From an optimization exercise on the open Yosys and OpenROAD flow, aimed at small area and a short achievable clock period; shortcuts taken in it are not production practice.
The RTL was checked by simulation tests, not by an equivalence proof against the original design.

## flow/design.v (module list and top-level ports; edited modules follow where they fit)
// module ising_core: 4651 lines
module ising_core (
    input  logic        clk,
    input  logic        reset,
    input  logic        wr_en,
    input  logic [31:0] wr_addr,
    input  logic [31:0] wdata,
    input  logic [31:0] rd_addr,
    output logic [31:0] rdata,
    input  logic        run,
    input  logic        spin_load,
    input  logic [15:0] spin_init,
    output logic [15:0] spins
);
  // ...
==> flow/flow/run.sh <==
#!/bin/bash
# The standard synthesis, then an inverter clean-up of the netlist around the
# full adders (flow/polar.py), checked against the synthesized netlist by random
# simulation (flow/nsim.py; on any difference the clean-up is dropped), then
# the standard layout from that netlist.
set -euo pipefail
R=orfs/results/$FLOW_PLATFORM/ising_core/base
bash standard.sh synth > synth.log 2>&1
cp $R/1_2_yosys.v synth_netlist.v
cp synth_netlist.v polar_netlist.v
python3 flow/polar.py polar_netlist.v > polar.log 2>&1
if python3 flow/nsim.py synth_netlist.v polar_netlist.v > nsim.log 2>&1 && grep -q " 0 differ, 0 missing" nsim.log; then
  cp polar_netlist.v $R/1_2_yosys.v
  rm -f $R/1_synth.odb $R/1_synth.sdc
fi
bash standard.sh finish > finish.log 2>&1
==> flow/flow/nsim.py <==
#!/usr/bin/env python3
"""Random bit-parallel comparison of two sky130hd netlists with the same registers
and ports: register outputs and inputs are free variables; compares every register
data/enable input and every output. usage: nsim.py A.v B.v"""
import re, sys, random
import os
LIB = os.path.join(os.environ.get("FLOW_HOME", "/OpenROAD-flow-scripts/flow"), "platforms/sky130hd/lib/sky130_fd_sc_hd__tt_025C_1v80.lib")
W = 1 << 12
MASK = (1 << W) - 1
lib = open(LIB).read()
funcs = {}
def cellfuncs(name):
    if name in funcs: return funcs[name]
    i = lib.index(f'cell ("{name}")')
    j = lib.find('\n    cell (', i + 10)
    body = lib[i:j if j > 0 else len(lib)]
    fs = {}
    for m in re.finditer(r'pin \("(\w+)"\)\s*\{(.*?)\n        \}', body, re.S):
        fm = re.search(r'function\s*:\s*"([^"]*)"', m.group(2))
        if fm: fs[m.group(1)] = fm.group(1)
    funcs[name] = fs
    return fs
def pyexpr(f):
    f = f.replace("!", "~").replace("&", " & ").replace("|", " | ").replace("^", " ^ ")
    f = re.sub(r'\b([A-Z_][A-Z0-9_]*)\b', r'v["\1"]', f)
    f = re.sub(r'(?<=[\w\]\)"])\s+(?=[v(~])', ' & ', f)  # implicit and (space)
    return f
def parse(path):
    t = open(path).read()
    cells = []
    for cm in re.finditer(r'^\s*(sky130_fd_sc_hd__\w+)\s+(\S+)\s*\((.*?)\);', t, re.S | re.M):
        pins = {p: n.strip() for p, n in re.findall(r'\.(\w+)\(\s*(.*?)\s*\)\s*(?:,|$)', cm.group(3), re.S)}
        cells.append((cm.group(1), cm.group(2), pins))
    outs = []
    for dm in re.finditer(r'^\s*output\s+(\[(\d+):(\d+)\]\s*)?(\S+?)\s*;', t, re.M):
        if dm.group(1):
            for k in range(int(dm.group(3)), int(dm.group(2)) + 1): outs.append(f"{dm.group(4)}[{k}]")
        else: outs.append(dm.group(4))
    return cells, outs
rng = random.Random(7)
free = {}
def val(n, env):
    if n in env: return env[n]
    if n == "1'b0" or n == "1'h0": return 0
    if n == "1'b1" or n == "1'h1": return MASK
    if n not in free: free[n] = rng.getrandbits(W)
    return free[n]
def run(path):
    cells, outs = parse(path)
    env = {}; drv = {}
    seq = []
    for typ, name, pins in cells:
        fs = cellfuncs(typ)
        if "df" in typ:
            for p, n in pins.items():
                if p in ("Q",): env[n] = None
            seq.append(("ff", name, typ, pins))
        else:
            for p in fs:
                if p in pins: drv[pins[p]] = (typ, pins, p, fs[p])
    # registers: Q free by register name
    for kind, name, typ, pins in seq:
        free.setdefault("Q:" + name, rng.getrandbits(W))
        env[pins["Q"]] = free["Q:" + name]
    sys.setrecursionlimit(100000)
    def ev(n):
        if n in env and env[n] is not None: return env[n]
        if n in drv:
            typ, pins, p, f = drv[n]
            v = {q: ev(m) for q, m in pins.items() if q not in cellfuncs(typ)}
            r = eval(pyexpr(f)) & MASK
            env[n] = r
            return r
        return val(n, env)
    res = {}
    for kind, name, typ, pins in seq:
        for p, n in pins.items():
            if p in ("D", "DE"): res[f"{name}.{p}"] = ev(n)
    for o in outs: res["out:" + o] = ev(o)
    return res
a = run(sys.argv[1]); b = run(sys.argv[2])
bad = [k for k in a if a[k] != b.get(k)]
missing = [k for k in a if k not in b]
print(f"compared {len(a)} points, {len(bad)} differ, {len(missing)} missing")
for k in bad[:10]: print("  differs:", k)
==> flow/flow/polar.py <==
#!/usr/bin/env python3
"""Inverter clean-up for a Yosys netlist of sky130hd cells.

extract_fa leaves many inverters between full adders. A full adder is self-dual
(FA(~a,~b,~c) = ~FA(a,b,c) on both outputs) and an xor/xnor gate takes either
input polarity if its type is swapped, so the polarity each such cell works in
is free. This picks those polarities by local search to need as few inverters
as possible, removes the inverters that fed only such cells, and adds back one
inverter per net that still needs an inverted copy. The logic function of every
output and register input is unchanged.

usage: polar.py NETLIST.v   (rewritten in place)"""
import re, sys
from collections import defaultdict

path = sys.argv[1]
src = open(path).read()

m = re.search(r'^(\s*module\s+\w+\s*\(.*?\);)(.*)^(\s*endmodule)', src, re.S | re.M)
head, body, tail = src[:m.start(2)], m.group(2), src[m.end(2):]

cell_re = re.compile(r'^  (sky130_fd_sc_hd__\w+)\s+(\S+)\s*\((.*?)\);\n', re.S | re.M)
pin_re = re.compile(r'\.(\w+)\(\s*(.*?)\s*\)\s*(?:,|$)', re.S)

OUTPINS = {"X", "Y", "Q", "Q_N", "SUM", "COUT", "HI", "LO"}
cells = []   # dict(type, name, pins{pin: net}, span)
for cm in cell_re.finditer(body):
    pins = {}
    for pm in pin_re.finditer(cm.group(3)):
        pins[pm.group(1)] = pm.group(2).strip()
    cells.append(dict(type=cm.group(1), name=cm.group(2), pins=pins, span=(cm.start(), cm.end())))

ports_out = set()
for dm in re.finditer(r'^\s*output\s+(\[(\d+):(\d+)\]\s*)?(\S+?)\s*;', body, re.M):
    if dm.group(1):
        hi, lo = int(dm.group(2)), int(dm.group(3))
        for k in range(min(hi, lo), max(hi, lo) + 1):
            ports_out.add(f"{dm.group(4)}[{k}]")
    else:
        ports_out.add(dm.group(4))
if re.search(r'^\s*assign\s', body, re.M):
    print("polar: netlist has assign statements; left unchanged")
    sys.exit(0)

def kind(t):
    b = t[len("sky130_fd_sc_hd__"):]
    if re.fullmatch(r'inv_\d+', b): return "inv"
    if re.fullmatch(r'fa_\d+', b): return "fa"
    if re.fullmatch(r'x(n?)or[23]_\d+', b): return "xor"
    return "fixed"

driver = {}
loads = defaultdict(list)
for ci, c in enumerate(cells):
    c["kind"] = kind(c["type"])
    for p, n in c["pins"].items():
        if p in OUTPINS:
            driver[n] = (ci, p)
        else:
            loads[n].append((ci, p))

FLEX = ("fa", "xor")
# inverters that feed only full adder and xor inputs (and no port) are removable.
removable = set()
for ci, c in enumerate(cells):
    if c["kind"] == "inv":
        y = c["pins"]["Y"]
        if y in ports_out: continue
        ls = loads.get(y, [])
        if ls and all(cells[l][ "kind"] in FLEX for l, _ in ls):
            removable.add(ci)

def literal(n):
    """(base net, parity) of net n through removable inverters."""
    p = 0
    while n in driver and driver[n][0] in removable:
        n = cells[driver[n][0]]["pins"]["A"]
        p ^= 1
    return n, p

flip = defaultdict(int)   # cell index -> 0/1, for fa and xor cells

def dflip(b):
    d = driver.get(b)
    if d is None: return 0
    c = cells[d[0]]
    return flip[d[0]] if c["kind"] in FLEX else 0

# requirement list per base: entries (consumer cell or None, parity p)
reqs = defaultdict(list)
pinlit = {}
for ci, c in enumerate(cells):
    if ci in removable: continue
    for p, n in c["pins"].items():
        if p in OUTPINS: continue
        if c["kind"] == "xor":
            b, par = literal(n)
            pinlit[(ci, p)] = (b, par)
            continue   # an xor takes either polarity
        b, par = literal(n)
        pinlit[(ci, p)] = (b, par)
        if c["kind"] == "inv":
            continue   # a kept inverter becomes a buffer if its input flips
        reqs[b].append((ci if c["kind"] == "fa" else None, par))
for n in ports_out:
    if n in driver:
        reqs[n].append((None, 0))

def need_inv(b):
    fd = dflip(b)
    for ci, par in reqs.get(b, ()):
        fc = flip[ci] if ci is not None else 0
        if fd ^ par ^ fc:
            return 1
    return 0

# bases each flippable cell touches
touch = defaultdict(set)
for ci, c in enumerate(cells):
    if c["kind"] not in FLEX or ci in removable: continue
    for p, n in c["pins"].items():
        if p in OUTPINS:
            touch[ci].add(n)
        elif c["kind"] == "fa":
            touch[ci].add(pinlit[(ci, p)][0])

cand = [ci for ci in touch]
cost0 = sum(need_inv(b) for b in list(reqs))
improved = True
rounds = 0
while improved and rounds < 50:
    improved = False
    rounds += 1
    for ci in cand:
        bs = touch[ci]
        before = sum(need_inv(b) for b in bs)
        flip[ci] ^= 1
        after = sum(need_inv(b) for b in bs)
        if after < before:
            improved = True
        else:
            flip[ci] ^= 1
# then simulated annealing from that point, keeping the best assignment.
import random
rng = random.Random(1)
cur = sum(need_inv(b) for b in list(reqs))
best, bestflip = cur, dict(flip)
steps = 300 * len(cand)
for it in range(steps):
    T = 0.6 * (1 - it / steps) + 0.01
    ci = cand[rng.randrange(len(cand))]
    bs = touch[ci]
    before = sum(need_inv(b) for b in bs)
    flip[ci] ^= 1
    after = sum(need_inv(b) for b in bs)
    dlt = after - before
    if dlt <= 0 or rng.random() < pow(2.718, -dlt / T):
        cur += dlt
        if cur < best:
            best, bestflip = cur, dict(flip)
    else:
        flip[ci] ^= 1
flip.clear(); flip.update(bestflip)
cost1 = sum(need_inv(b) for b in list(reqs))

# rewrite
invnet = {}
newcells = []
newwires = []
def inv_of(b):
    if b not in invnet:
        k = len(invnet)
        nn = f"_polar_n{k}_"
        invnet[b] = nn
        newwires.append(f"  wire {nn};\n")
        newcells.append(f"  sky130_fd_sc_hd__inv_1 _polar_i{k}_ (\n    .A({esc(b)}),\n    .Y({nn})\n  );\n")
    return invnet[b]

def esc(n):
    return n + " " if n.startswith("\\") else n

out = []
pos = 0
for ci, c in enumerate(cells):
    s, e = c["span"]
    out.append(body[pos:s]); pos = e
    if ci in removable:
        continue
    t = c["type"]
    pins = dict(c["pins"])
    if c["kind"] == "xor":
        par = 0
        for p in list(pins):
            if p in OUTPINS: continue
            b, pp = pinlit[(ci, p)]
            pins[p] = b
            par ^= pp ^ dflip(b)
        isx = 1 if "xnor" in t else 0
        if par ^ isx ^ flip[ci]:
            t = t.replace("__xor", "__xnor") if not isx else t
        else:
            t = t.replace("__xnor", "__xor") if isx else t
        # two-input xor has output X, two-input xnor output Y.
        if "or2_" in t:
            o = pins.pop("X", None) or pins.pop("Y")
            pins["Y" if "xnor" in t else "X"] = o
    elif c["kind"] == "inv":
        b, pp = pinlit[(ci, "A")]
        pins["A"] = b
        if dflip(b) ^ pp:
            t = t.replace("__inv_", "__buf_")
            pins["X"] = pins.pop("Y")
    else:
        for p in list(pins):
            if p in OUTPINS: continue
            b, pp = pinlit[(ci, p)]
            fc = flip[ci] if c["kind"] == "fa" else 0
            pins[p] = inv_of(b) if (dflip(b) ^ pp ^ fc) else b
    body_pins = ",\n".join(f"    .{p}({esc(n)})" for p, n in pins.items())
    out.append(f"  {t} {c['name']} (\n{body_pins}\n  );\n")
out.append(body[pos:])
# ports driven by flipped cells need the true value on the port net itself:
# move the port net to an inverter output.
newbody = "".join(out)
port_fix = [n for n in ports_out if n in driver and dflip(n)]
if port_fix:
    print("polar: flipped driver of a port; left unchanged")
    sys.exit(0)
newbody = newbody.rstrip("\n") + "\n" + "".join(newwires) + "".join(newcells)
open(path, "w").write(head + newbody + tail)
print(f"polar: {len(removable)} removable inverters, bases needing inverters {cost0} -> {cost1}, "
      f"{sum(flip[c] for c in cand)} cells flipped, {len(newcells)} inverters added, {rounds} rounds")
==> flow/standard.sh <==
#!/bin/bash
# synth_recipe.tcl (not shown) runs the flow's synth.tcl, then flattens the netlist and writes it again
# the make line also repeats each setting of config.mk as NAME=value (left out here)
make -C /OpenROAD-flow-scripts/flow DESIGN_CONFIG=/design/flow/config.mk WORK_HOME=/design/flow/orfs CLKGATE_MAP_FILE= SYNTH_SCRIPT=/design/flow/synth_recipe.tcl "${@:-finish}"
==> flow/config.mk <==
export PLATFORM = sky130hd
export DESIGN_NAME = ising_core
export DESIGN_NICKNAME = ising_core
export VERILOG_FILES = /design/flow/design.v
export SDC_FILE = /design/flow/constraint.sdc
export NUM_CORES = 4
export LEC_CHECK = 0
export CAP_MARGIN = 20
export CORE_MARGIN = 2
export CORE_UTILIZATION = 50
export CTS_CLUSTER_DIAMETER = 120
export CTS_CLUSTER_SIZE = 24
export SETUP_SLACK_MARGIN = 3.0
export SLEW_MARGIN = 20
==> flow/constraint.sdc <==
create_clock -name core_clock -period 8.0 [get_ports {clk}]
set_input_delay 1.6000 -clock core_clock [delete_from_list [all_inputs] [get_ports {clk}]]
set_output_delay 1.6000 -clock core_clock [all_outputs]
set_load 0.01 [all_outputs]
==> metrics.md, run 1 <==
| Metric | Value |
|---|---|
| WS Path Type | `in -> reg` |
| Placed Cells | `5759` |
| Worst-path fanout max | `16` |
| Die width | `343 microns` |
| Syn_nets | `5423` |
| CP max stage cell | `clkdlybuf4s50_1` |
| Status | `no timing/DRC/antenna violations` |
| CP endpoint kind | `flip-flop` |
| Buffers outside the clock class | `748` |
| FP Rows | `124` |
| Mapped Area | `0.0574 sq mm` |
| Drt initial violations | `7055` |
| Max frequency | `0.186 GHz` |
| Met2 usage | `0.734` |
| Drt first pass iters | `7` |
| Detailed placement HPWL | `249000 microns` |
| Levels on crit path | `8` |
| Number of max-cap violations | `0` |
| Worst Hold Class | `reg -> reg` |
| Most common library cell in the layout ignoring fill and taps | `fa_1` |
| Layout clock area frac | `0.0174` |
| Post-Route M1 WL | `105000 microns` |
==> run 2: changes to the inputs <==
--- a/flow/config.mk
+++ b/flow/config.mk
@@ -7,8 +7,8 @@
 export LEC_CHECK = 0
 export CAP_MARGIN = 20
 export CORE_MARGIN = 2
-export CORE_UTILIZATION = 50
+export CORE_UTILIZATION = 45
 export CTS_CLUSTER_DIAMETER = 120
 export CTS_CLUSTER_SIZE = 24
-export SETUP_SLACK_MARGIN = 3.0
+export SETUP_SLACK_MARGIN = 2.75
 export SLEW_MARGIN = 20
==> metrics.md, run 2 <==
| Metric | Value |
|---|---|
| Final min period | `5.43 ns` |
| Worst-Margin Slew | `1.36 ns` |
| DP Area | `0.0607 sq mm` |
| Warnings, synthesis | `1` |
| Placement Setup Slack | `1.86 ns` |
| Final instance area | `0.0677 sq mm` |
| First-pass GRT wire length | `421000 microns` |
| Most common library cell in the layout ignoring fill and taps | `fa_1` |
| Post-route ant nets | `0` |
| Clock-pin slew on the worst setup and hold paths | `0.11 ns` |
| IO buf count | `132` |
| Core Footprint | `0.127 sq mm` |
| Drt initial violations | `6642 (-5.9%)` |
| Post-layout worst setup margin | `2.57 ns` |
| Wire length per cell | `52.0 microns` |
| Core Util, Final | `0.533` |
| Grt ovf | `0` |
| Die Height | `361 microns` |
| Vias in the first global route | `41600` |
| Status | `no timing/DRC/antenna violations` |
| Worst-path fanout max | `16 (unchanged)` |
| Setup crit start kind | `primary input` |
| Cell count after synthesis | `4266` |
| Drt total wl | `334000 microns` |
| Die area | `0.130 sq mm` |
| Detailed placement HPWL | `257000 microns (+3.0%)` |
| Final hold vios | `0` |
| Number of max-cap violations | `0 (unchanged)` |
| Max frequency | `0.184 GHz (-1.2%)` |
| CP endpoint kind | `flip-flop` |
| TritonCTS Buffers | `37` |
| Mapped Area | `0.0574 sq mm (unchanged)` |
| Data required time of the worst path | `8.50 ns` |
| CTS max path bufs | `3` |
| Hold Worst Slack | `0.438 ns` |
| Most frequent cells in the layout | `fa_1 (797), edfxtp_1 (544), xnor2_1 (503), buf_4 (502), xor2_1 (382)` |
| Drt first pass iters | `6 (-1)` |
| Post-route insts no fill | `6419` |
| Die width | `361 microns (+5.3%)` |
| Ratio of cells with drive above 1 in the final layout | `0.232` |
| RSZ-0062 raised after global routing | `yes` |
| Initial antenna violation count | `29` |
| Relative slew slack | `0.0966` |
| Area grow syn2layout | `17.9%` |
| CTS Root Cell | `clkbuf_16` |
| Pin count of the biggest net entering global routing | `137` |
| Avg Inst Size Synth | `13.5 sq um` |
| FP Rows | `131 (+5.6%)` |
| WS Path Type | `in -> reg` |
| IO Pins | `165` |
| Worst skew pair latency | `0.67 ns` |
| Fin Clk Skew | `0.0391 ns` |
| Setup violators final | `0` |
| Fillers | `10900` |
| Syn_nets | `5423 (unchanged)` |
| Clk sinks | `668` |
| Placed Cells | `5905 (+2.5%)` |
| Period utilisation layout | `0.678` |
| Slew Viols, Final | `0` |
| Setup_tns | `0 ns` |
| DR vias | `42800` |
| H-tree depth | `2` |
| Starting density of the core | `0.452` |
| Hold Buf Count CTS | `0` |
| Total GRT Usage | `0.510` |
| Worst Hold Class | `reg -> reg` |
| CP Data Arrival Time | `5.93 ns` |
| Drc violations | `0` |
| CTS tree | `yes` |
| Routability Congestion | `1.10` |
| Final nets | `5870` |
| Vias per cell | `6.67` |
## run 2: cell count changes in the layout (fill, tap and decap cells not counted), sizes merged, moves of 3 or more
cell	previous run	this run
dlygate4sd2	3	0
buf	618	556
clkinv	7	1
diode	29	16
clkbuf	51	57
## run 2: final cells by class
type,count,area (sq um),share of cell area
clock inverters,11,146,0.00216
repair buffers,687,6020,0.0890
inverters,327,1230,0.0182
clock buffers,56,1060,0.0157
diodes,16,40.0,0.000592
flip-flops and latches,668,19000,0.281
multi-input cells,2992,38100,0.562
well taps,1662,2080,0.0307
## run 2: worst paths after layout
kind	startpoint	endpoint	slack, ns	depth (start not counted)
worst max-delay path	rd_addr[14]	rdata_q[0]	2.57	8
worst max register to register	w_7_12[1]	spins[7]	2.74	14
worst min register to register	dm0[14]	dp1[14]	0.44	1
worst min-delay path	dm0[14]	dp1[14]	0.44	1
## run 2: worst max-delay path, cell delays in order
cell and delay (ns):
clkdlybuf4s50_1 0.97, nand4b_2 0.88, o22ai_1 1.05, a22o_1 0.36, a221oi_1 0.09, nand4_1 0.29, nor3_1 0.10, a31oi_1 0.57
## run 2: metal layers
metal  track usage  vias up  part of all wire  wire length, microns
met5        0.0126        -            0.0013                   425
met4         0.420       18              0.11                 35200
met3         0.217      939              0.15                 49400
met2         0.679     3795              0.39                131000
met1         0.640    22700              0.35                118000
li1              -    15400                 -                     -
## run 2: what timing repair did
action,in CTS,in global routing
pin swaps,53,123
setup endpoints to repair,20,20
resized for setup,261,225
buffers inserted,258,173
==> run 3: changes to the inputs <==
--- a/flow/config.mk
+++ b/flow/config.mk
@@ -10,5 +10,5 @@
 export CORE_UTILIZATION = 45
 export CTS_CLUSTER_DIAMETER = 120
 export CTS_CLUSTER_SIZE = 24
-export SETUP_SLACK_MARGIN = 2.75
+export SETUP_SLACK_MARGIN = 3.25
 export SLEW_MARGIN = 20
==> metrics.md, run 3 <==
| Metric | Value |
|---|---|
| Total GRT Usage | `0.523 (+0.0125)` |
| Most common library cell in the layout ignoring fill and taps | `fa_1` |
| Final min period | `5.12 ns (-0.306 ns)` |
| Worst Hold Class | `reg -> reg` |
| Critical R2R Launch | `w_5_11[3]` |
| Initial antenna violation count | `40 (+38%)` |
| Clk sinks | `668 (unchanged)` |
| Min-Delay Path Depth | `1 (unchanged)` |
| Placed Cells | `5908 (+0.051%)` |
| R2R Path End | `spins[11]` |
| Vias in the first global route | `43200 (+3.9%)` |
| DP Area | `0.0614 sq mm (+1.1%)` |
| Post-route insts no fill | `6607 (+2.9%)` |
| Mapped Area | `0.0574 sq mm (unchanged)` |
| CTS Root Cell | `clkbuf_16` |
| H-tree depth | `2 (unchanged)` |
| WS Path Type | `reg -> reg` |
| CTS tree | `yes` |
| Reg-to-reg slack, setup | `2.88 ns (+0.14 ns)` |
| Period utilisation layout | `0.640 (-0.0383)` |
| Worst skew pair latency | `0.66 ns (about the same)` |
| Die Height | `361 microns (unchanged)` |
| IO Pins | `165 (unchanged)` |
| Post-route ant nets | `0 (unchanged)` |
| Fin Clk Skew | `0.0320 ns (-0.00708 ns)` |
| FP Rows | `131 (unchanged)` |
| Drt first pass iters | `6 (unchanged)` |
| Setup violators final | `0 (unchanged)` |
| Warnings, synthesis | `1 (unchanged)` |
| Syn_nets | `5423 (unchanged)` |
| TritonCTS Buffers | `39 (+5.4%)` |
| Drt total wl | `341000 microns (+2.1%)` |
| Final instance area | `0.0711 sq mm (+5.1%)` |
| Detailed placement HPWL | `263000 microns (+2.2%)` |
| Hold Crit Start | `dm0[0]` |
| Setup crit start kind | `flip-flop` |
| Fillers | `10400 (-4.3%)` |
| Die area | `0.130 sq mm (unchanged)` |
| Cell count after synthesis | `4266 (unchanged)` |
| Most frequent cells in the layout | `fa_1 (667), buf_4 (622), edfxtp_1 (544), xnor2_1 (461), xor2_1 (337)` |
| Pin count of the biggest net entering global routing | `137 (unchanged)` |
| First-pass GRT wire length | `432000 microns (+2.8%)` |
| Wire length per cell | `51.6 microns (-0.79%)` |
| Routability Congestion | `1.10 (about the same)` |
| Hold Buf Count CTS | `0 (unchanged)` |
| Worst r2r path cells | `13 (-1)` |
| Core Footprint | `0.127 sq mm (unchanged)` |
| Relative slew slack | `0.107 (+0.0102)` |
| Ratio of cells with drive above 1 in the final layout | `0.310 (+0.0780)` |
| Drt initial violations | `6670 (+0.42%)` |
| WHS Endpoint | `dp1[0]` |
| Area grow syn2layout | `23.9%` |
| Die width | `361 microns (unchanged)` |
| Worst-path fanout max | `3 (-13)` |
| Starting density of the core | `0.452 (unchanged)` |
| Clock-pin slew on the worst setup and hold paths | `0.10 ns (about the same)` |
| Number of max-cap violations | `0 (unchanged)` |
| Slew Viols, Final | `0 (unchanged)` |
| CP endpoint kind | `flip-flop` |
| Max frequency | `0.195 GHz (+6.0%)` |
| Final nets | `6053 (+3.1%)` |
| DR vias | `43900 (+2.5%)` |
| CTS max path bufs | `3 (unchanged)` |
| Multi-input logic area | `0.0396 sq mm (+3.9%)` |
| Vias per cell | `6.64 (-0.43%)` |
| RSZ-0062 raised after global routing | `yes` |
| IO buf count | `132 (unchanged)` |
| Status | `no timing/DRC/antenna violations` |
| Avg Inst Size Synth | `13.5 sq um (unchanged)` |
| FF/Latch Area | `0.0190 sq mm (-0.26%)` |
| CP Data Arrival Time | `5.70 ns (-0.23 ns)` |
| Setup_tns | `0 ns (unchanged)` |
| Data required time of the worst path | `8.58 ns (+0.08 ns)` |
| Worst-Margin Slew | `1.34 ns (-0.0153 ns)` |
| Final hold vios | `0 (unchanged)` |
| Grt ovf | `0 (unchanged)` |
| Drc violations | `0 (unchanged)` |
run 3: cell count changes in the layout (fill, tap and decap cells not counted), sizes merged:
cell / previous run / this run
clkbuf: 57 / 64
clkinv: 1 / 5
inv: 336 / 333
clkinvlp: 0 / 1
buf: 556 / 737
bufinv: 1 / 0
clkdlybuf4s15: 0 / 4
clkdlybuf4s50: 126 / 122
dlymetal6s2s: 4 / 0
diode: 16 / 19
run 3: critical path: stages (launching register included):
cell and delay [ns]:
edfxtp_1 0.86, xnor2_1 0.19, fa_1 0.63, fa_1 0.61, fa_1 0.46, fa_1 0.42
fa_1 0.47, fa_2 0.37, inv_1 0.07, ha_1 0.22, nand4b_1 0.20, nor3b_2 0.21
a31oi_1 0.13, o31ai_1 0.22
run 3: layer usage:
metal / wire length (microns) / part of all wire / up-vias / global-route usage
li1: - / - / 15700 / -
met1: 120000 / 0.35 / 23000 / 0.645
met2: 133000 / 0.39 / 3970 / 0.700
met3: 49900 / 0.15 / 1132 / 0.232
met4: 37800 / 0.11 / 40 / 0.431
met5: 367 / 0.0011 / - / 0.0137
run 3: per-stage QoR:
stage | hold slack (ns) | utilization | worst slack, ns
global route | 0.445 | 0.560 | 2.80
global placement | 0.405 | 0.483 | 1.49
floorplan | 0.396 | - | 1.61
finish | 0.429 | 0.560 | 2.88
detailed placement | 0.411 | 0.483 | 1.67
CTS | 0.430 | 0.544 | 2.90
run 3: worst max path at each step:
stage	startpoint	end	cells after the start
floorplan	reset	bx_0[0]	4
global placement	rd_addr[14]	rdata_q[1]	8
detailed placement	rd_addr[14]	rdata_q[1]	8
CTS	dl1[5]	spins[2]	15
global route	w_2_4[1]	spins[4]	15
finish	w_5_11[3]	spins[11]	13
run 3: area by class of cell:
class | instances | share of cell area
antenna | 19 | 0.000669
clock buffer | 59 | 0.0157
clock inverter | 12 | 0.00250
inverter | 327 | 0.0173
multi-input combinational | 2992 | 0.556
sequential | 668 | 0.267
tap | 1662 | 0.0292
timing repair buffer | 868 | 0.111
run 3: repair_timing:
item	CTS	global route
gates resized for setup	491	173
setup buffers	483	124
pin swaps	199	125
endpoints found under the setup margin	20	20
gates cloned	1	1
==> run 4: changes to the inputs <==
--- a/flow/config.mk
+++ b/flow/config.mk
@@ -8,7 +8,5 @@
 export CAP_MARGIN = 20
 export CORE_MARGIN = 2
 export CORE_UTILIZATION = 45
-export CTS_CLUSTER_DIAMETER = 120
-export CTS_CLUSTER_SIZE = 24
 export SETUP_SLACK_MARGIN = 3.25
 export SLEW_MARGIN = 20
==> metrics.md, run 4 <==
| Metric | Value |
|---|---|
| IO buf count | `132 (unchanged)` |
| TritonCTS Buffers | `78 (+100%)` |
| Relative slew slack | `0.157 (+0.0502)` |
| CP endpoint kind | `flip-flop` |
| Clk sinks | `668 (unchanged)` |
| Drc violations | `0 (unchanged)` |
| Most common library cell in the layout ignoring fill and taps | `fa_1` |
| Final min period | `5.17 ns (+0.0484 ns)` |
| Cell count after synthesis | `4266 (unchanged)` |
| Wire length per cell | `51.3 microns (-0.56%)` |
| H-tree depth | `3 (+1)` |
| Clock-pin slew on the worst setup and hold paths | `0.06 ns (-0.04 ns)` |
| DR vias | `44300 (+1.0%)` |
| Drt total wl | `342000 microns (+0.28%)` |
| Setup_tns | `0 ns (unchanged)` |
| Worst path cell trace | `xnor2_1 > fa_1 > fa_1 > fa_1 > fa_2 > fa_1 > fa_2 > inv_1 > ha_1 > nand4b_1 > nor3b_2 > a31oi_1 > o31ai_1` |
| Vias in the first global route | `43700 (+1.1%)` |
| Period utilisation layout | `0.646 (+0.00605)` |
| CTS Root Cell | `clkbuf_16` |
| WP buf/inv | `1 (unchanged)` |
| CTS tree | `yes` |
| RSZ-0062 raised after global routing | `yes` |
| IO Pins | `165 (unchanged)` |
| Multi-input logic area | `0.0394 sq mm (-0.51%)` |
| Pin count of the biggest net entering global routing | `137 (unchanged)` |
| Starting density of the core | `0.452 (unchanged)` |
| Grt ovf | `0 (unchanged)` |
| Worst-Margin Slew | `1.26 ns (-0.0754 ns)` |
| Final nets | `6078 (+0.41%)` |
| Initial antenna violation count | `37 (-7.5%)` |
| CP max stage cell | `edfxtp_1` |
| First-pass GRT wire length | `434000 microns (+0.39%)` |
| FF/Latch Area | `0.0190 sq mm (about the same)` |
| Worst path max stage delay | `0.87 ns (about the same)` |
| CP Data Arrival Time | `5.81 ns (+0.11 ns)` |
| Worst skew pair latency | `0.74 ns (+0.08 ns)` |
| Number of max-cap violations | `0 (unchanged)` |
| Syn_nets | `5423 (unchanged)` |
| Setup violators final | `0 (unchanged)` |
| Drt first pass iters | `8 (+2)` |
| Die area | `0.130 sq mm (unchanged)` |
| Fillers | `10300 (-1.2%)` |
| Slew Viols, Final | `0 (unchanged)` |
| Worst-path fanout max | `3 (unchanged)` |
| Final hold vios | `0 (unchanged)` |
| Ratio of cells with drive above 1 in the final layout | `0.311 (+0.00175)` |
| Worst Hold Class | `reg -> reg` |
| Post-route insts no fill | `6663 (+0.85%)` |
| Die Height | `361 microns (unchanged)` |
| Warnings, synthesis | `1 (unchanged)` |
| Status | `no timing/DRC/antenna violations` |
| Detailed placement HPWL | `263000 microns (unchanged)` |
| FP Rows | `131 (unchanged)` |
| Placed Cells | `5908 (unchanged)` |
| Vias per cell | `6.66 (+0.19%)` |
| Data required time of the worst path | `8.64 ns (+0.06 ns)` |
| WS Path Type | `reg -> reg` |
| Avg Inst Size Synth | `13.5 sq um (unchanged)` |
| Routability Congestion | `1.10 (unchanged)` |
| Total GRT Usage | `0.525 (+0.00215)` |
| Max frequency | `0.193 GHz (-0.94%)` |
| CP most frequent cell | `fa_1` |
| Post-route ant nets | `0 (unchanged)` |
| Most frequent cells in the layout | `fa_1 (688), buf_4 (622), edfxtp_1 (544), xnor2_1 (457), xor2_1 (338)` |
| Setup crit start kind | `flip-flop` |
| Cell family with most CP delay | `adder cells` |
| Core Footprint | `0.127 sq mm (unchanged)` |
| CTS max path bufs | `3 (unchanged)` |
| Mapped Area | `0.0574 sq mm (unchanged)` |
| Fin Clk Skew | `0.0710 ns (+0.0390 ns)` |
| Die width | `361 microns (unchanged)` |
| Area grow syn2layout | `25.5%` |
| Drt initial violations | `6840 (+2.5%)` |
-- run 4: layer usage --
layer,routed length [microns],global-route usage,vias up
li1,-,-,15800
met1,119000,0.649,23300
met2,133000,0.700,4100
met3,50400,0.230,1108
met4,38200,0.441,24
met5,358,0.0122,-
-- run 4: worst paths after layout --
kind                  start         to  slack (ns)  depth (start not counted)
setup / recovery  w_5_11[3]  spins[11]        2.83                         13
hold / removal      dm0[15]    dp1[15]        0.42                          1
setup reg to reg  w_5_11[3]  spins[11]        2.83                         13
hold reg to reg     dm0[15]    dp1[15]        0.42                          1
-- run 4: layout make-up --
cell class | count | area share
Antenna cell | 16 | 0.000556
Clock buffer | 97 | 0.0295
Clock inverter | 47 | 0.00834
Inverter | 327 | 0.0171
Multi-Input combinational cell | 2992 | 0.547
Sequential cell | 668 | 0.264
Tap cell | 1662 | 0.0289
Timing Repair Buffer | 854 | 0.106
-- run 4: stage by stage --
step | util | worst slack [ns] | area, sq um | hold WS (ns)
after global routing | 0.567 | 2.74 | 72000 | 0.436
after floorplan | - | 1.61 | 59200 | 0.396
after detailed placement | 0.483 | 1.67 | 61400 | 0.411
after global placement | 0.483 | 1.49 | 61400 | 0.405
after CTS | 0.553 | 2.91 | 70200 | 0.426
final | 0.567 | 2.83 | 72000 | 0.423
-- run 4: repair_timing --
| item | CTS | global route |
|---|---|---|
| endpoints found under the setup margin | 20 | 19 |
| hold buffers | 0 | 0 |
| gates resized for setup | 429 | 178 |
| pin swaps | 141 | 138 |
| buffers inserted | 494 | 99 |
| cloned | 0 | 2 |
-- run 4: worst register-to-register path: cells and delay by family (launching register included) --
family	cells	cell delay, ns
simple gates	2	0.45
compound gates	2	0.39
buf+inv	1	0.07
fa+ha+maj	7	3.14
xor+xnor	1	0.19
flops	1	0.87
==> run 5: changes to the inputs <==
--- a/flow/config.mk
+++ b/flow/config.mk
@@ -7,6 +7,8 @@
 export LEC_CHECK = 0
 export CAP_MARGIN = 20
 export CORE_MARGIN = 2
-export CORE_UTILIZATION = 45
+export CORE_UTILIZATION = 40
+export CTS_CLUSTER_DIAMETER = 120
+export CTS_CLUSTER_SIZE = 24
 export SETUP_SLACK_MARGIN = 3.25
 export SLEW_MARGIN = 20
==> metrics.md, run 5 <==
| Metric | Value |
|---|---|
| Slew Viols, Final | `0 (unchanged)` |
| Starting density of the core | `0.402 (-0.0504)` |
| Die Height | `383 microns (+6.0%)` |
| Drt initial violations | `6185 (-9.6%)` |
| Cell family with most CP delay | `adder cells` |
| Vias in the first global route | `42100 (-3.7%)` |
| H-tree depth | `2 (-1)` |
| Setup_tns | `0 ns (unchanged)` |
| Worst-path fanout max | `3 (unchanged)` |
| Data required time of the worst path | `8.52 ns (-0.12 ns)` |
| Final nets | `6052 (-0.43%)` |
| Worst path cell trace | `xor2_1 > fa_1 > fa_1 > fa_1 > fa_1 > fa_1 > fa_2 > inv_1 > ha_1 > nand4b_1 > nor3b_2 > a31oi_4 > nand2_2 > o31ai_2` |
| Final hold vios | `0 (unchanged)` |
| CP endpoint kind | `flip-flop` |
| Drt total wl | `334000 microns (-2.3%)` |
| CP most frequent cell | `fa_1` |
| CP max stage cell | `fa_1` |
| Reg-to-reg slack, setup | `2.88 ns (+0.05 ns)` |
| Syn_nets | `5423 (unchanged)` |
| Routability Congestion | `1.10 (+0.66%)` |
| Avg Inst Size Synth | `13.5 sq um (unchanged)` |
| Setup violators final | `0 (unchanged)` |
| Cell count after synthesis | `4266 (unchanged)` |
| IO buf count | `132 (unchanged)` |
| Warnings, synthesis | `1 (unchanged)` |
| Core Footprint | `0.143 sq mm (+13%)` |
| Period utilisation layout | `0.640 (-0.00649)` |
| Clock-pin slew on the worst setup and hold paths | `0.10 ns (+0.04 ns)` |
| Worst Hold Class | `reg -> reg` |
| Initial antenna violation count | `35 (-5.4%)` |
| RSZ-0062 raised after global routing | `yes` |
| Setup crit start kind | `flip-flop` |
| DR vias | `42700 (-3.8%)` |
| Drt first pass iters | `6 (-2)` |
| Worst-Margin Slew | `1.31 ns (+0.0440 ns)` |
| WP buf/inv | `1 (unchanged)` |
| Most common library cell in the layout ignoring fill and taps | `fa_1` |
| Number of max-cap violations | `0 (unchanged)` |
| Vias per cell | `6.24 (-6.2%)` |
| Clk sinks | `668 (unchanged)` |
| Die width | `383 microns (+6.0%)` |
| IO Pins | `165 (unchanged)` |
| Final min period | `5.12 ns (-0.0519 ns)` |
| Post-route ant nets | `0 (unchanged)` |
| CTS max path bufs | `3 (unchanged)` |
| Core Util, Final | `0.496 (-0.0713)` |
| Detailed placement HPWL | `259000 microns (-1.6%)` |
| FP Rows | `139 (+6.1%)` |
| Fillers | `12500 (+22%)` |
| Hold Buf Count CTS | `0 (unchanged)` |
| Area grow syn2layout | `23.4%` |
| TritonCTS Buffers | `39 (-50%)` |
| Wire length per cell | `48.8 microns (-4.8%)` |
| Worst path max stage delay | `0.77 ns (-0.10 ns)` |
| Drc violations | `0 (unchanged)` |
| First-pass GRT wire length | `423000 microns (-2.7%)` |
| CTS tree | `yes` |
| Relative slew slack | `0.128 (-0.0294)` |
| Max frequency | `0.195 GHz (+1.0%)` |
| Most frequent cells in the layout | `fa_1 (659), buf_4 (634), edfxtp_1 (544), xnor2_1 (458), xor2_1 (355)` |
| Pin count of the biggest net entering global routing | `137 (unchanged)` |
| Status | `no timing/DRC/antenna violations` |
| Fin Clk Skew | `0.0573 ns (-0.0137 ns)` |
| Ratio of cells with drive above 1 in the final layout | `0.309 (-0.00264)` |
| Total GRT Usage | `0.455 (-0.0696)` |
| WS Path Type | `reg -> reg` |
| CP Data Arrival Time | `5.63 ns (-0.18 ns)` |
| Die area | `0.147 sq mm (+12%)` |
| Grt ovf | `0 (unchanged)` |
| CTS Root Cell | `clkbuf_16` |
| Worst skew pair latency | `0.68 ns (-0.06 ns)` |
| Mapped Area | `0.0574 sq mm (unchanged)` |
-- run 5: repair_timing --
item | CTS | global route
endpoints found under the setup margin | 20 | 20
pin swaps | 163 | 162
buffers inserted | 502 | 115
endpoints found under the hold margin | 0 | 0
gates resized for setup | 442 | 197
-- run 5: stage by stage --
step                      std cells  hold WS [ns]  worst slack, ns  area, sq um
after floorplan                4266         0.396             1.61        59200
after global placement         6140         0.410             1.77        61600
after detailed placement       6140         0.411             1.81        61600
after CTS                      6712         0.428             2.94        68900
after global routing           6827         0.443             2.82        70800
final                          6838         0.424             2.88        70900
-- run 5: area by class of cell --
type	instances	area (sq um)	area share
Timing Repair Buffer	867	7650	0.108
Clock buffer	54	1070	0.0152
Multi-Input combinational cell	2992	39300	0.555
Clock inverter	16	179	0.00253
Inverter	327	1230	0.0174
Antenna cell	11	27.5	0.000389
Sequential cell	668	19000	0.268
Tap cell	1903	2380	0.0336
-- run 5: path summary, 6_finish.rpt --
| kind | startpoint | to | cells after the start |
|---|---|---|---|
| max | w_5_13[3] | spins[5] | 14 |
| min | dm0[12] | dp1[12] | 1 |
| min reg2reg | dm0[12] | dp1[12] | 1 |
| max reg2reg | w_5_13[3] | spins[5] | 14 |
-- run 5: per-layer routing --
metal	GRT usage	up-vias	share of wire
li1	-	15800	-
met1	0.564	22600	0.36
met2	0.635	3419	0.41
met3	0.191	867	0.14
met4	0.330	46	0.092
met5	0	-	0.0015
==> run 6: changes to the inputs <==
--- a/flow/config.mk
+++ b/flow/config.mk
@@ -10,5 +10,5 @@
 export CORE_UTILIZATION = 40
 export CTS_CLUSTER_DIAMETER = 120
 export CTS_CLUSTER_SIZE = 24
-export SETUP_SLACK_MARGIN = 3.25
+export SETUP_SLACK_MARGIN = 3.0
 export SLEW_MARGIN = 20
==> metrics.md, run 6 <==
| Metric | Value |
|---|---|
| Status | `no timing/DRC/antenna violations` |
| Starting density of the core | `0.402 (unchanged)` |
| Worst skew pair latency | `0.70 ns (+0.02 ns)` |
| Die area | `0.147 sq mm (unchanged)` |
| Setup violators final | `0 (unchanged)` |
| Wire length per cell | `49.7 microns (+1.8%)` |
| CTS tree | `yes` |
| Hold Worst Slack | `0.430 ns (+0.00668 ns)` |
| Drc violations | `0 (unchanged)` |
| TritonCTS Buffers | `42 (+7.7%)` |
| Final instance area | `0.0697 sq mm (-1.6%)` |
| WS Path Type | `in -> reg` |
| Number of max-cap violations | `0 (unchanged)` |
| RSZ-0062 raised after global routing | `yes` |
| Vias per cell | `6.39 (+2.4%)` |
| Fin Clk Skew | `0.0369 ns (-0.0203 ns)` |
| Area grow syn2layout | `21.5%` |
| Avg Inst Size Synth | `13.5 sq um (unchanged)` |
| Worst r2r path cells | `14 (unchanged)` |
| Most common library cell in the layout ignoring fill and taps | `fa_1` |
| Final nets | `5960 (-1.5%)` |
| Placed Cells | `6149 (+0.15%)` |
| Worst Hold Class | `reg -> reg` |
| Critical R2R Launch | `w_3_9[1]` |
| Final hold vios | `0 (unchanged)` |
| CTS max path bufs | `3 (unchanged)` |
| Vias in the first global route | `42000 (-0.30%)` |
| WP buf/inv | `2 (+1)` |
| CTS Root Cell | `clkbuf_16` |
| IO buf count | `132 (unchanged)` |
| Grt ovf | `0 (unchanged)` |
| Data required time of the worst path | `8.46 ns (-0.06 ns)` |
| FP Rows | `139 (unchanged)` |
| Post-route ant nets | `0 (unchanged)` |
| Most frequent cells in the layout | `fa_1 (708), buf_4 (558), edfxtp_1 (544), xnor2_1 (473), xor2_1 (367)` |
| CP max stage cell | `a221oi_1` |
| Setup_tns | `0 ns (unchanged)` |
| First-pass GRT wire length | `425000 microns (+0.56%)` |
| Total GRT Usage | `0.457 (+0.00195)` |
| CP endpoint kind | `flip-flop` |
| Post-route insts no fill | `6753 (-1.2%)` |
| Period utilisation layout | `0.642 (+0.00239)` |
| Fillers | `12600 (+0.032%)` |
| CP Data Arrival Time | `5.59 ns (-0.04 ns)` |
| Final min period | `5.14 ns (+0.0191 ns)` |
| Clk sinks | `668 (unchanged)` |
| Worst path cell trace | `dlygate4sd2_1 > nand4bb_1 > buf_4 > o22ai_1 > a22o_1 > a221oi_1 > nand4_1 > nor4_1 > a31oi_1` |
| Ratio of cells with drive above 1 in the final layout | `0.275 (-0.0337)` |
| Clock-pin slew on the worst setup and hold paths | `0.10 ns (about the same)` |
| Hold Buf Count CTS | `0 (unchanged)` |
| Cell count after synthesis | `4266 (unchanged)` |
| Die Height | `383 microns (unchanged)` |
| Slew Viols, Final | `0 (unchanged)` |
| Worst-Margin Slew | `1.33 ns (+0.0196 ns)` |
| Drt initial violations | `6799 (+9.9%)` |
| Min-Delay Path Depth | `1 (unchanged)` |
| Worst-path fanout max | `16 (+13)` |
| Core Footprint | `0.143 sq mm (unchanged)` |
| Detailed placement HPWL | `261000 microns (+0.90%)` |
| Relative slew slack | `0.115 (-0.0131)` |
| Drt total wl | `336000 microns (+0.49%)` |
| Initial antenna violation count | `28 (-20%)` |
| IO Pins | `165 (unchanged)` |
| Syn_nets | `5423 (unchanged)` |
| DP Area | `0.0610 sq mm (-0.88%)` |
| H-tree depth | `2 (unchanged)` |
| Critical path origin | `rd_addr[4]` |
| Routability Congestion | `1.11 (+0.64%)` |
| Hold Crit Start | `dm0[15]` |
| DR vias | `43100 (+1.1%)` |
| Warnings, synthesis | `1 (unchanged)` |
| Worst path max stage delay | `0.97 ns (+0.20 ns)` |
| Setup crit start kind | `primary input` |
| Drt first pass iters | `6 (unchanged)` |
| Levels on crit path | `9 (-5)` |
| Pin count of the biggest net entering global routing | `137 (unchanged)` |
| Cell family with most CP delay | `compound AO/OA/AOI/OAI gates` |
| Mapped Area | `0.0574 sq mm (unchanged)` |
| Max frequency | `0.195 GHz (-0.37%)` |
| Die width | `383 microns (unchanged)` |
[run 6: changes by cell type in the layout (fill, tap and decap cells not counted), moves of 6 or more]
cell / previous run / this run
clkbuf_2: 8 / 0
buf_12: 51 / 38
xnor2_1: 458 / 473
xor2_2: 55 / 39
dlygate4sd2_1: 0 / 6
fa_1: 659 / 708
buf_4: 634 / 558
xnor2_2: 115 / 99
fa_2: 279 / 230
xor2_1: 355 / 367
[run 6: worst paths after layout]
check | endpoint | slack (ns)
min reg2reg | dp1[15] | 0.43
min | dp1[15] | 0.43
max | rdata_q[2] | 2.86
max reg2reg | spins[9] | 2.90
[run 6: what timing repair did]
item	in CTS	in global routing
endpoints found under the hold margin	0	0
setup endpoints to repair	20	20
pin swaps	165	168
gates resized for setup	517	178
setup buffers	389	124
gates cloned	0	0
[run 6: per-layer routing]
metal	vias to the layer above	routed length (microns)	global-route usage
li1	15600	-	-
met1	22800	119000	0.567
met2	3778	135000	0.632
met3	915	47800	0.192
met4	16	33200	0.344
met5	-	175	0
[run 6: layout make-up]
cell class	count	area, sq um	share of cell area
Antenna cell	14	35.0	0.000502
Clock buffer	58	1170	0.0169
Clock inverter	19	258	0.00370
Inverter	327	1230	0.0177
Multi-Input combinational cell	2992	38800	0.557
Sequential cell	668	19000	0.273
Tap cell	1903	2380	0.0342
Timing Repair Buffer	772	6790	0.0974
[run 6: worst register-to-register path, delay by kind of cell (launching register included)]
family | cells | cell delay, ns
buffers and inverters | 1 | 0.07
AND/OR/NAND/NOR | 2 | 0.36
adder cells (fa/ha/maj) | 8 | 3.40
flip-flops | 1 | 0.62
AO/OA/AOI/OAI | 2 | 0.32
XOR/XNOR | 1 | 0.27
[run 6: per-stage QoR]
step                       util  worst slack, ns
after floorplan               -             1.61
after global placement    0.427             1.85
after detailed placement  0.427             1.86
after CTS                 0.474             2.92
after global routing      0.487             2.80
final                     0.488             2.86
==> run 7: changes to the inputs <==
--- a/flow/config.mk
+++ b/flow/config.mk
@@ -7,8 +7,8 @@
 export LEC_CHECK = 0
 export CAP_MARGIN = 20
 export CORE_MARGIN = 2
-export CORE_UTILIZATION = 40
+export CORE_UTILIZATION = 35
 export CTS_CLUSTER_DIAMETER = 120
 export CTS_CLUSTER_SIZE = 24
-export SETUP_SLACK_MARGIN = 3.0
+export SETUP_SLACK_MARGIN = 3.25
 export SLEW_MARGIN = 20
==> metrics.md, run 7 <==
| Metric | Value |
|---|---|
| Status | `no timing/DRC/antenna violations` |
| Core Footprint | `0.163 sq mm (+14%)` |
| TritonCTS Buffers | `40 (-4.8%)` |
| IO buf count | `132 (unchanged)` |
| Setup_tns | `0 ns (unchanged)` |
| Fin Clk Skew | `0.0450 ns (+0.00805 ns)` |
| Starting density of the core | `0.353 (-0.0489)` |
| Total GRT Usage | `0.404 (-0.0527)` |
| Wire length per cell | `48.2 microns (-3.1%)` |
| Worst skew pair latency | `0.68 ns (-0.02 ns)` |
| Die area | `0.167 sq mm (+14%)` |
| Hold Buf Count CTS | `0 (unchanged)` |
| Pin count of the biggest net entering global routing | `137 (unchanged)` |
| Mapped Area | `0.0574 sq mm (unchanged)` |
| Detailed placement HPWL | `267000 microns (+2.4%)` |
| CTS Root Cell | `clkbuf_16` |
| Cell count after synthesis | `4266 (unchanged)` |
| Worst-path fanout max | `2 (-14)` |
| DR vias | `42700 (-1.1%)` |
| CP most frequent cell | `fa_2` |
| Vias in the first global route | `42600 (+1.4%)` |
| IO Pins | `165 (unchanged)` |
| Period utilisation layout | `0.644 (+0.00247)` |
| Grt ovf | `0 (unchanged)` |
| Hold Worst Slack | `0.439 ns (+0.00840 ns)` |
| Die width | `409 microns (+6.8%)` |
| Max frequency | `0.194 GHz (-0.38%)` |
| Post-route ant nets | `0 (unchanged)` |
| CTS max path bufs | `3 (unchanged)` |
| Drt total wl | `340000 microns (+1.4%)` |
| Routability Congestion | `1.09 (-2.0%)` |
| Final min period | `5.16 ns (+0.0197 ns)` |
| Post-layout worst setup margin | `2.84 ns (-0.0197 ns)` |
| Drc violations | `0 (unchanged)` |
| Final nets | `6011 (+0.86%)` |
| Setup violators final | `0 (unchanged)` |
| Vias per cell | `6.04 (-5.4%)` |
| Die Height | `409 microns (+6.8%)` |
| Slew Viols, Final | `0 (unchanged)` |
| Avg Inst Size Synth | `13.5 sq um (unchanged)` |
| Drt initial violations | `6403 (-5.8%)` |
| CP Data Arrival Time | `5.70 ns (+0.11 ns)` |
| Critical path origin | `w_7_12[1]` |
| Worst path max stage delay | `0.62 ns (-0.35 ns)` |
| Relative slew slack | `0.119 (+0.00422)` |
| FP Rows | `148 (+6.5%)` |
| Drt first pass iters | `6 (unchanged)` |
| CP max stage cell | `fa_2` |
| Most frequent cells in the layout | `fa_1 (684), buf_4 (593), edfxtp_1 (544), xnor2_1 (451), xor2_1 (360)` |
| H-tree depth | `2 (unchanged)` |
| Most common library cell in the layout ignoring fill and taps | `fa_1` |
| Ratio of cells with drive above 1 in the final layout | `0.298 (+0.0234)` |
| Warnings, synthesis | `1 (unchanged)` |
| Syn_nets | `5423 (unchanged)` |
| Critical R2R Launch | `w_7_12[1]` |
| Data required time of the worst path | `8.54 ns (+0.08 ns)` |
| Number of max-cap violations | `0 (unchanged)` |
| Worst Hold Class | `reg -> reg` |
| First-pass GRT wire length | `433000 microns (+1.8%)` |
| WS Path Type | `reg -> reg` |
| Final hold vios | `0 (unchanged)` |
| Clk sinks | `668 (unchanged)` |
| Hold Crit Start | `dm0[12]` |
| RSZ-0062 raised after global routing | `yes` |
| Worst path cell trace | `xnor2_2 > fa_2 > fa_2 > fa_2 > fa_2 > fa_2 > fa_2 > fa_2 > inv_1 > ha_1 > nor4bb_2 > a41oi_2 > a21o_1` |
| Clock-pin slew on the worst setup and hold paths | `0.10 ns (about the same)` |
| Initial antenna violation count | `26 (-7.1%)` |
| Area grow syn2layout | `23.7%` |
| Worst-Margin Slew | `1.32 ns (-0.00634 ns)` |
| Placement Setup Slack | `1.73 ns (-0.129 ns)` |
| Setup crit start kind | `flip-flop` |
| CP endpoint kind | `flip-flop` |
| CTS tree | `yes` |
-- run 7: cell count changes in the layout (fill, tap and decap cells not counted), sizes merged --
cell           before  now
buf               642  695
bufinv              0    2
clkbuf             58   55
clkdlybuf4s15       1    6
clkinv              4    5
clkinvlp            1    3
diode              14    5
dlygate4sd2         6    0
dlymetal6s2s        1    0
inv               341  335
-- run 7: timing repair --
action	in CTS	in global routing
pin swaps	171	139
gates resized for setup	474	132
setup endpoints to repair	20	19
setup buffers	479	93
-- run 7: through the flow --
stage           util  area [sq um]  instances
4_1_cts        0.427         69500       6963
6_report       0.436         71000       7063
2_1_floorplan      -         59200       4266
3_5_place_dp   0.381         62000       6413
5_1_grt        0.436         71000       7058
3_3_place_gp   0.381         62000       6413
-- run 7: metal layers --
metal	GRT usage	wire length (microns)	vias to the layer above
met5	0.00747	439	-
met2	0.560	137000	3318
met1	0.512	127000	22800
met3	0.156	43600	824
met4	0.292	32100	28
li1	-	-	15700
-- run 7: layout make-up --
type | count | area, sq um
timing repair buffer | 825 | 7430
clock inverter | 18 | 265
multi-input combinational | 2992 | 39300
clock buffer | 53 | 1070
fill | 14700 | 91800
inverter | 327 | 1230
tap | 2175 | 2720
antenna | 5 | 12.5
sequential | 668 | 19000
-- run 7: worst max-delay path: cells and delay by family (launching register included) --
family                     cells  cell delay, ns
buffers and inverters          1            0.07
DFF                            1            0.53
xor gates and xnor gates       1            0.29
AOI/OAI and AO/OA              2            0.41
and+or+nand+nor                1            0.33
adders and majority gates      8            3.38
-- run 7: worst paths after layout --
check / to / depth (start not counted) / slack [ns]
worst min-delay path: dp1[12] / 1 / 0.44
worst max-delay path: spins[7] / 13 / 2.84
worst max register to register: spins[7] / 13 / 2.84
worst min register to register: dp1[12] / 1 / 0.44
==> run 8: changes to the inputs <==
--- a/flow/flow/run.sh
+++ b/flow/flow/run.sh
@@ -2,7 +2,8 @@
 # The standard synthesis, then an inverter clean-up of the netlist around the
 # full adders (flow/polar.py), checked against the synthesized netlist by random
 # simulation (flow/nsim.py; on any difference the clean-up is dropped), then
-# the standard layout from that netlist.
+# the standard layout from that netlist, with power recovery (downsizing
+# off the critical paths) after global routing.
 set -euo pipefail
 R=orfs/results/$FLOW_PLATFORM/ising_core/base
 bash standard.sh synth > synth.log 2>&1
@@ -13,4 +14,4 @@
   cp polar_netlist.v $R/1_2_yosys.v
   rm -f $R/1_synth.odb $R/1_synth.sdc
 fi
-bash standard.sh finish > finish.log 2>&1
+bash standard.sh RECOVER_POWER=100 finish > finish.log 2>&1
--- a/flow/config.mk
+++ b/flow/config.mk
@@ -7,8 +7,8 @@
 export LEC_CHECK = 0
 export CAP_MARGIN = 20
 export CORE_MARGIN = 2
-export CORE_UTILIZATION = 35
+export CORE_UTILIZATION = 45
 export CTS_CLUSTER_DIAMETER = 120
 export CTS_CLUSTER_SIZE = 24
-export SETUP_SLACK_MARGIN = 3.25
+export SETUP_SLACK_MARGIN = 3.0
 export SLEW_MARGIN = 20
==> metrics.md, run 8 <==
| Metric | Value |
|---|---|
| Final instance area | `0.0694 sq mm (-2.2%)` |
| CTS Root Cell | `clkbuf_16` |
| Detailed placement HPWL | `258000 microns (-3.4%)` |
| Mapped Area | `0.0574 sq mm (unchanged)` |
| Fillers | `10700 (-27%)` |
| Vias per cell | `6.68 (+11%)` |
| RSZ-0062 raised after global routing | `yes` |
| Final nets | `5985 (-0.43%)` |
| Data required time of the worst path | `8.17 ns (-0.37 ns)` |
| Relative slew slack | `-1.77 (-1.89)` |
| Fin Clk Skew | `0.0386 ns (-0.00644 ns)` |
| Die area | `0.130 sq mm (-22%)` |
| Worst-Margin Slew | `4.16 ns (+2.83 ns)` |
| Clock-pin slew on the worst setup and hold paths | `0.10 ns (about the same)` |
| Vias in the first global route | `42600 (+0.12%)` |
| First-pass GRT wire length | `425000 microns (-1.9%)` |
| Grt ovf | `0 (unchanged)` |
| DR vias | `43800 (+2.6%)` |
| H-tree depth | `2 (unchanged)` |
| CP endpoint kind | `flip-flop` |
| FP Rows | `131 (-11%)` |
| Starting density of the core | `0.452 (+0.0992)` |
| Fail Reasons | `capacitance limit, slew limit` |
| Period utilisation layout | `0.847 (+0.203)` |
| Drt first pass iters | `6 (unchanged)` |
| Drc violations | `0 (unchanged)` |
| Hold Buf Count CTS | `0 (unchanged)` |
| IO buf count | `132 (unchanged)` |
| Setup_tns | `0 ns (unchanged)` |
| CP Data Arrival Time | `6.94 ns (+1.24 ns)` |
| Final min period | `6.78 ns (+1.62 ns)` |
| Final hold vios | `0 (unchanged)` |
| Worst Hold Class | `reg -> reg` |
| Initial antenna violation count | `36 (+38%)` |
| Clk sinks | `668 (unchanged)` |
| Slew Viols, Final | `439 (+439)` |
| IO Pins | `165 (unchanged)` |
| Ratio of cells with drive above 1 in the final layout | `0.271 (-0.0278)` |
| WS Path Type | `in -> reg` |
| Total GRT Usage | `0.513 (+0.109)` |
| Post-route insts no fill | `6556 (-7.2%)` |
| Placed Cells | `5906 (-7.9%)` |
| Max frequency | `0.148 GHz (-24%)` |
| TritonCTS Buffers | `40 (unchanged)` |
| Most common library cell in the layout ignoring fill and taps | `fa_1` |
| Drt initial violations | `7031 (+9.8%)` |
| Pin count of the biggest net entering global routing | `137 (unchanged)` |
| Most frequent cells in the layout | `fa_1 (713), buf_4 (561), edfxtp_1 (544), xnor2_1 (472), xor2_1 (361)` |
| Area grow syn2layout | `20.9%` |
| Setup violators final | `0 (unchanged)` |
| Setup crit start kind | `primary input` |
| Wire length per cell | `51.3 microns (+6.5%)` |
| Post-route ant nets | `0 (unchanged)` |
| Die Height | `361 microns (-12%)` |
| Cell count after synthesis | `4266 (unchanged)` |
| DP Area | `0.0608 sq mm (-2.0%)` |
| Worst skew pair latency | `0.68 ns (about the same)` |
| Routability Congestion | `1.12 (+2.6%)` |
| Core Util, Final | `0.546 (+0.110)` |
| Number of max-cap violations | `18 (+18)` |
| Warnings, synthesis | `1 (unchanged)` |
| Avg Inst Size Synth | `13.5 sq um (unchanged)` |
| CTS tree | `yes` |
| Core Footprint | `0.127 sq mm (-22%)` |
| Status | `finished with violations` |
| Die width | `361 microns (-12%)` |
| Worst-path fanout max | `47 (+45)` |
| CTS max path bufs | `3 (unchanged)` |
| Syn_nets | `5423 (unchanged)` |
| Drt total wl | `336000 microns (-1.1%)` |
## run 8: changes by cell type in the layout (fill, tap and decap cells not counted), moves of 29 or more
| cell | delta |
|---|---|
| dlygate4sd3_1 | +48 |
| clkdlybuf4s50_1 | -48 |
| fa_2 | -29 |
| buf_4 | -32 |
| fa_1 | +29 |
| diode_2 | +29 |
## run 8: layout make-up
cell class | instances | area (sq um) | share of cell area
multi-input combinational | 2992 | 38700 | 0.558
sequential | 668 | 19000 | 0.274
timing repair buffer | 799 | 6930 | 0.0999
tap | 1662 | 2080 | 0.0300
inverter | 327 | 1230 | 0.0178
clock buffer | 56 | 1090 | 0.0157
clock inverter | 18 | 238 | 0.00343
antenna | 34 | 85.1 | 0.00123
## run 8: timing repair
| item | CTS | global route |
|---|---|---|
| gates resized for setup | 494 | 199 |
| pin swaps | 161 | 153 |
| buffers inserted | 402 | 140 |
| endpoints found under the setup margin | 20 | 16 |
## run 8: critical path, stage by stage
cell,delay (ns)
clkbuf_1,0.75
buf_4,0.68
a21oi_1,2.92
o22ai_1,0.89
## run 8: worst paths after layout
kind / to / slack, ns / start / cells after the start
setup / recovery: w_2_4[1] / 1.22 / reset / 4
hold / removal: dm0[13] / 0.44 / spins[13] / 1
setup reg to reg: spins[1] / 2.05 / dl1[1] / 15
hold reg to reg: dm0[13] / 0.44 / spins[13] / 1
## run 8: through the flow
step / hold WS [ns] / setup WS [ns]
2_1_floorplan: 0.396 / 1.61
3_3_place_gp: 0.408 / 1.72
3_5_place_dp: 0.418 / 1.72
4_1_cts: 0.438 / 2.96
5_1_grt: 0.455 / 1.40
6_report: 0.439 / 1.22
## run 8: layer usage
layer / global-route usage / share of wire / up-vias
li1: - / - / 15700
met1: 0.630 / 0.35 / 23200
met2: 0.686 / 0.40 / 3879
met3: 0.224 / 0.15 / 1042
met4: 0.443 / 0.11 / 18
met5: 0.00555 / 0.00036 / -

[separate check: timing with driven ports]
In the flow no input, the clock included, has a driving cell. The finished layouts below were timed again as built, in two steps. Step 1 (the two cells are an assumption about what drives the block):
set clk [get_ports {clk}]
set_driving_cell -lib_cell sky130_fd_sc_hd__clkbuf_16 $clk
set_driving_cell -lib_cell sky130_fd_sc_hd__buf_2 [delete_from_list [all_inputs] $clk]
Step 2 moves the port delays by t, midway between the first and last clock arrival at a register: inputs arrive t later, outputs are due t later. That takes back most of the time a late clock gives input paths. Slacks: no drivers / after step 1 / after step 2; pairs: no drivers / after step 1.
| run | shift t [ns] | setup WS [ns] | worst hold slack (ns) | pins driven straight from the clock port |
|---|---|---|---|---|
| run 1 | 0.742 | 2.638 / 2.697 / 1.955 | 0.428 / 0.428 / 0.428 | 1 |
| run 2 | 0.732 | 2.573 / 2.625 / 1.893 | 0.438 / 0.438 / 0.438 | 1 |
| run 3 | 0.724 | 2.880 / 2.880 / 2.468 | 0.429 / 0.429 / 0.429 | 1 |
| run 4 | 0.784 | 2.831 / 2.831 / 2.374 | 0.423 / 0.423 / 0.423 | 1 |
| run 5 | 0.742 | 2.883 / 2.883 / 2.670 | 0.424 / 0.424 / 0.424 | 1 |
| run 6 | 0.761 | 2.864 / 2.898 / 2.171 | 0.430 / 0.430 / 0.430 | 1 |
| run 7 | 0.746 | 2.844 / 2.844 / 2.619 | 0.439 / 0.439 / 0.439 | 1 |
| run 8 | 0.748 | 1.224 / 1.269 / 0.522 | 0.439 / 0.439 / 0.439 | 1 |
The setup slack of run 8, which loses most, moves by +0.045 ns with the drivers and by -0.702 ns with both steps.
